Background: an optimization exercise with open tools, aiming at small area, a short achievable clock period and few clock cycles per item. Do not read the settings as production practice. In this exercise RTL edits were held to simulation tests only and were not proved equivalent to the original.

== main ==
==> flow/design.v (excerpt) <==
module seq_alu_hs #(
   parameter int WIDTH = 32
) (
   input  logic                 clk,
   input  logic                 rst_n,
   input  logic                 in_valid,
   output logic                 in_ready,
   input  logic [2:0]           in_opc,
   input  logic                 in_op_type,
   input  logic [WIDTH-1:0]     in_op_a,
   input  logic [WIDTH-1:0]     in_op_b,
   output logic                 out_valid,
   input  logic                 out_ready,
   output logic [2*WIDTH-1:0]   out_result,
   output logic                 out_dz,
   output logic                 busy
);
==> flow/config.mk <==
export PLATFORM = sky130hd
export DESIGN_NAME = seq_alu_hs
export DESIGN_NICKNAME = seq_alu_hs
export VERILOG_FILES = /design/flow/design.v
export SDC_FILE = /design/flow/constraint.sdc
export NUM_CORES = 4
export LEC_CHECK = 0
export ABC_AREA = 1
export CAP_MARGIN = 20
export CORE_MARGIN = 2
export CORE_UTILIZATION = 50
export PLACE_DENSITY = 0.6
export SETUP_SLACK_MARGIN = 3.5
export SLEW_MARGIN = 20
export BUFFER_PORTS_ARGS = -buffer_cell sky130_fd_sc_hd__buf_1
==> flow/constraint.sdc <==
create_clock -name core_clock -period 10.0 [get_ports {clk}]
set_input_delay 2.0000 -clock core_clock [delete_from_list [all_inputs] [get_ports {clk}]]
set_output_delay 2.0000 -clock core_clock [all_outputs]
set_load 0.01 [all_outputs]
standard.sh (not shown) runs the stock make flow with config.mk's settings and CLKGATE_MAP_FILE= SYNTH_SCRIPT=/design/flow/synth_recipe.tcl, a recipe that flattens the netlist after the stock synthesis.
==> flow/flow/run.sh <==
#!/bin/bash
set -e
echo 'export BUFFER_PORTS_ARGS = -buffer_cell sky130_fd_sc_hd__buf_1' >> config.mk
bash standard.sh > standard.log 2>&1
Testbench counts of main, summed over its fixed seeds: cycles 18,716, items 12,000.
Relative to main, the following input files were edited for the feature branch:
diff --git a/flow/config.mk b/flow/config.mk
--- a/flow/config.mk
+++ b/flow/config.mk
@@ -10,4 +10,4 @@
 export CORE_MARGIN = 2
-export CORE_UTILIZATION = 50
-export PLACE_DENSITY = 0.6
+export CORE_UTILIZATION = 40
+export PLACE_DENSITY = 0.45
 export SETUP_SLACK_MARGIN = 3.5
Findings:
- The feature branch has completed all stages; timing, DRC and antenna checks passed.
- The feature branch vs main: smallest setup slack after layout up
- Density: the feature branch sparser than main
- | slew at the pin with the worst max-slew slack | the feature branch vs main | 0.013 ns lower |
- Against main, the feature branch comes in 0.17 ns lower on data arrival time of the worst path.
- The feature branch vs. main: global-route wire length before repair +7.2%; fmax +about 2%.
- Total routing resource utilization after global routing ends up higher on main.


Setup of build 19:
Another version of the RTL of seq_alu_hs (not shown whole).
Size: ~4100 cells after synthesis, about 190 flip-flops, about 140 I/O pins, about 31000 um^2 of cells after synthesis.
clock: 10.0 ns
lec_check: 0
cap_margin: 20
core_margin: 2
core_utilization: 40
place_density: 0.45
setup_slack_margin: 3.5
slew_margin: 20
buffer_ports_args: -buffer_cell sky130_fd_sc_hd__buf_1
Scripts as last shown in full above: flow/flow/run.sh
The flow did not stop early for build 19: all stages ran, and the layout cleared the timing, DRC and antenna checks.
Testbench counts of build 19, summed over its fixed seeds: cycles 20,080, items 12,000.
Edits applied to the flow inputs when going from build 19 to build 85:
- ABC_AREA newly set to 1
Findings:
Compared with build 19, build 85 shows a final weighted congestion of routability-driven global placement that is 0.099 higher. Between build 85 and build 19, the count of inserted tapcells is lower for build 85. Total number of vias delta (build 85 − build 19): unfavourable. Build 85 vs. build 19: minimum clock period after layout grew by 33 ps; fraction of the mapped netlist area in simple logic gates +0.16 points. Build 85 gives less number of distinct standard cells referenced by the synthesized netlist than build 19 did. Per the final summary, build 85 finished and its layout is clean on timing, DRC and antenna.
Setup changes, build 85 to build 87
- removing ABC_AREA (formerly 1)
- removing BUFFER_PORTS_ARGS (formerly -buffer_cell sky130_fd_sc_hd__buf_1)
==> flow/run.sh (new file) <==
#!/bin/bash
# synth_recipe.tcl (not shown) runs the flow's synth.tcl, then flattens the netlist and writes it again
# the make line also repeats each setting of config.mk as NAME=value (left out here)
make -C /OpenROAD-flow-scripts/flow DESIGN_CONFIG=/design/flow/config.mk WORK_HOME=/design/flow/orfs CLKGATE_MAP_FILE= SYNTH_SCRIPT=/design/flow/synth_recipe.tcl finish
removed: flow/flow/run.sh
removed: flow/standard.sh
==> results.txt <==
Run comparison: build 87 cell with the largest stage delay on the worst path edfxtp_1; build 85 cell with the largest stage delay on the worst path fa_1
Build 85 → build 87: relative max-transition margin lower, global-route usage roughly the same, cell area after technology mapping higher.
Against build 85, build 87 reports a basic-gate share of the synthesized area counting and, or, nand and nor cells that is lower.
Build 85 tops out at a lower clock frequency than build 87.


## lane 1
Another version of the RTL of seq_alu_hs (not shown whole).
For scale: roughly 4300 cells after synthesis, about 190 flip-flops.
// seq_alu_hs
module seq_alu_hs #(
   parameter int WIDTH = 32
) (
   input  logic                 clk,
   input  logic                 rst_n,
   input  logic                 in_valid,
   output logic                 in_ready,
   input  logic [2:0]           in_opc,
   input  logic                 in_op_type,
   input  logic [WIDTH-1:0]     in_op_a,
   input  logic [WIDTH-1:0]     in_op_b,
   output logic                 out_valid,
   input  logic                 out_ready,
   output logic [2*WIDTH-1:0]   out_result,
   output logic                 out_dz,
   output logic                 busy
);
export LEC_CHECK = 0
export ABC_AREA = 1
export CAP_MARGIN = 20
export CORE_MARGIN = 2
export CORE_UTILIZATION = 40
export PLACE_DENSITY = 0.45
export SETUP_SLACK_MARGIN = 3.5
export SLEW_MARGIN = 20
export TNS_END_PERCENT = 0
export BUFFER_PORTS_ARGS = -buffer_cell sky130_fd_sc_hd__buf_1
create_clock -name core_clock -period 10.0 [get_ports {clk}]
==> flow/flow/run.sh <==
#!/bin/bash
set -e
echo 'export BUFFER_PORTS_ARGS = -buffer_cell sky130_fd_sc_hd__buf_1' >> config.mk
bash standard.sh > standard.log 2>&1
Testbench counts of lane 1, summed over its fixed seeds: cycles 19,184, items 12,000.
## Diff of input files: lane 2 against lane 1
- a deleted TNS_END_PERCENT that had been 0
- a change of CORE_UTILIZATION from 40 to 50
- a change of PLACE_DENSITY from 0.45 to 0.6
Findings:
Lane 2 against lane 1; tap cell count is down by more than 10%.
On lane 2: first-pass detailed-route iteration total is 1 higher than what lane 1 gave.
First-iteration DRC count went up by more than 10% going from lane 1 to lane 2.
Taking lane 2 as 1.0, lane 1 lands at 1.06 on HPWL after detailed placement.
Fmax was higher in lane 2 than in lane 1.
In lane 2, minimum clock period after layout is lower than in lane 1.
In lane 2 the number of signal-net buffers in the layout turned out about 12% lower than in lane 1.

==> static timing again, ports no longer ideal <==
The results above use ideal ports. As a check the final layouts listed here were re-extracted and re-timed, cells and wires unchanged. Step 1 (the two cells are an assumption about what drives the block):
set clk [get_ports {clk}]
set_driving_cell -lib_cell sky130_fd_sc_hd__clkbuf_16 $clk
set_driving_cell -lib_cell sky130_fd_sc_hd__buf_2 [delete_from_list [all_inputs] $clk]
Step 2 moves the port delays by t, midway between the first and last clock arrival at a register: inputs arrive t later, outputs are due t later. That takes back most of the time a late clock gives input paths. Slacks: ideal / step 1 / step 2; pairs: ideal / step 1.
| run | shift t [ns] | setup WS [ns] | hold slack, ns | worst setup path at the end | slew at the worst register clock pin (ns) |
|---|---|---|---|---|---|
| main | 0.575 | 3.431 / 3.431 / 3.243 | 0.476 / 0.476 / 0.476 | input to register | 0.09 / 0.09 |
| the feature branch | 0.567 | 3.555 / 3.555 / 3.232 | 0.482 / 0.482 / 0.482 | input to register | 0.10 / 0.10 |
| build 19 | 0.582 | 3.579 / 3.579 / 3.579 | 0.518 / 0.518 / 0.518 | register to register | 0.11 / 0.11 |
| build 85 | 0.571 | 3.547 / 3.547 / 3.547 | 0.494 / 0.494 / 0.494 | register to register | 0.12 / 0.12 |
| build 87 | 0.576 | 3.598 / 3.598 / 3.598 | 0.498 / 0.498 / 0.498 | register to register | 0.10 / 0.10 |
| lane 1 | 0.575 | 3.472 / 3.472 / 3.163 | 0.485 / 0.485 / 0.485 | input to register | 0.10 / 0.10 |
| lane 2 | 0.560 | 3.496 / 3.496 / 3.428 | 0.489 / 0.489 / 0.489 | input to register | 0.09 / 0.09 |
After both steps every run listed still meets setup and hold. The setup slack of the feature branch, which loses most, moves by 0.000 ns with the drivers and by -0.323 ns with both steps.
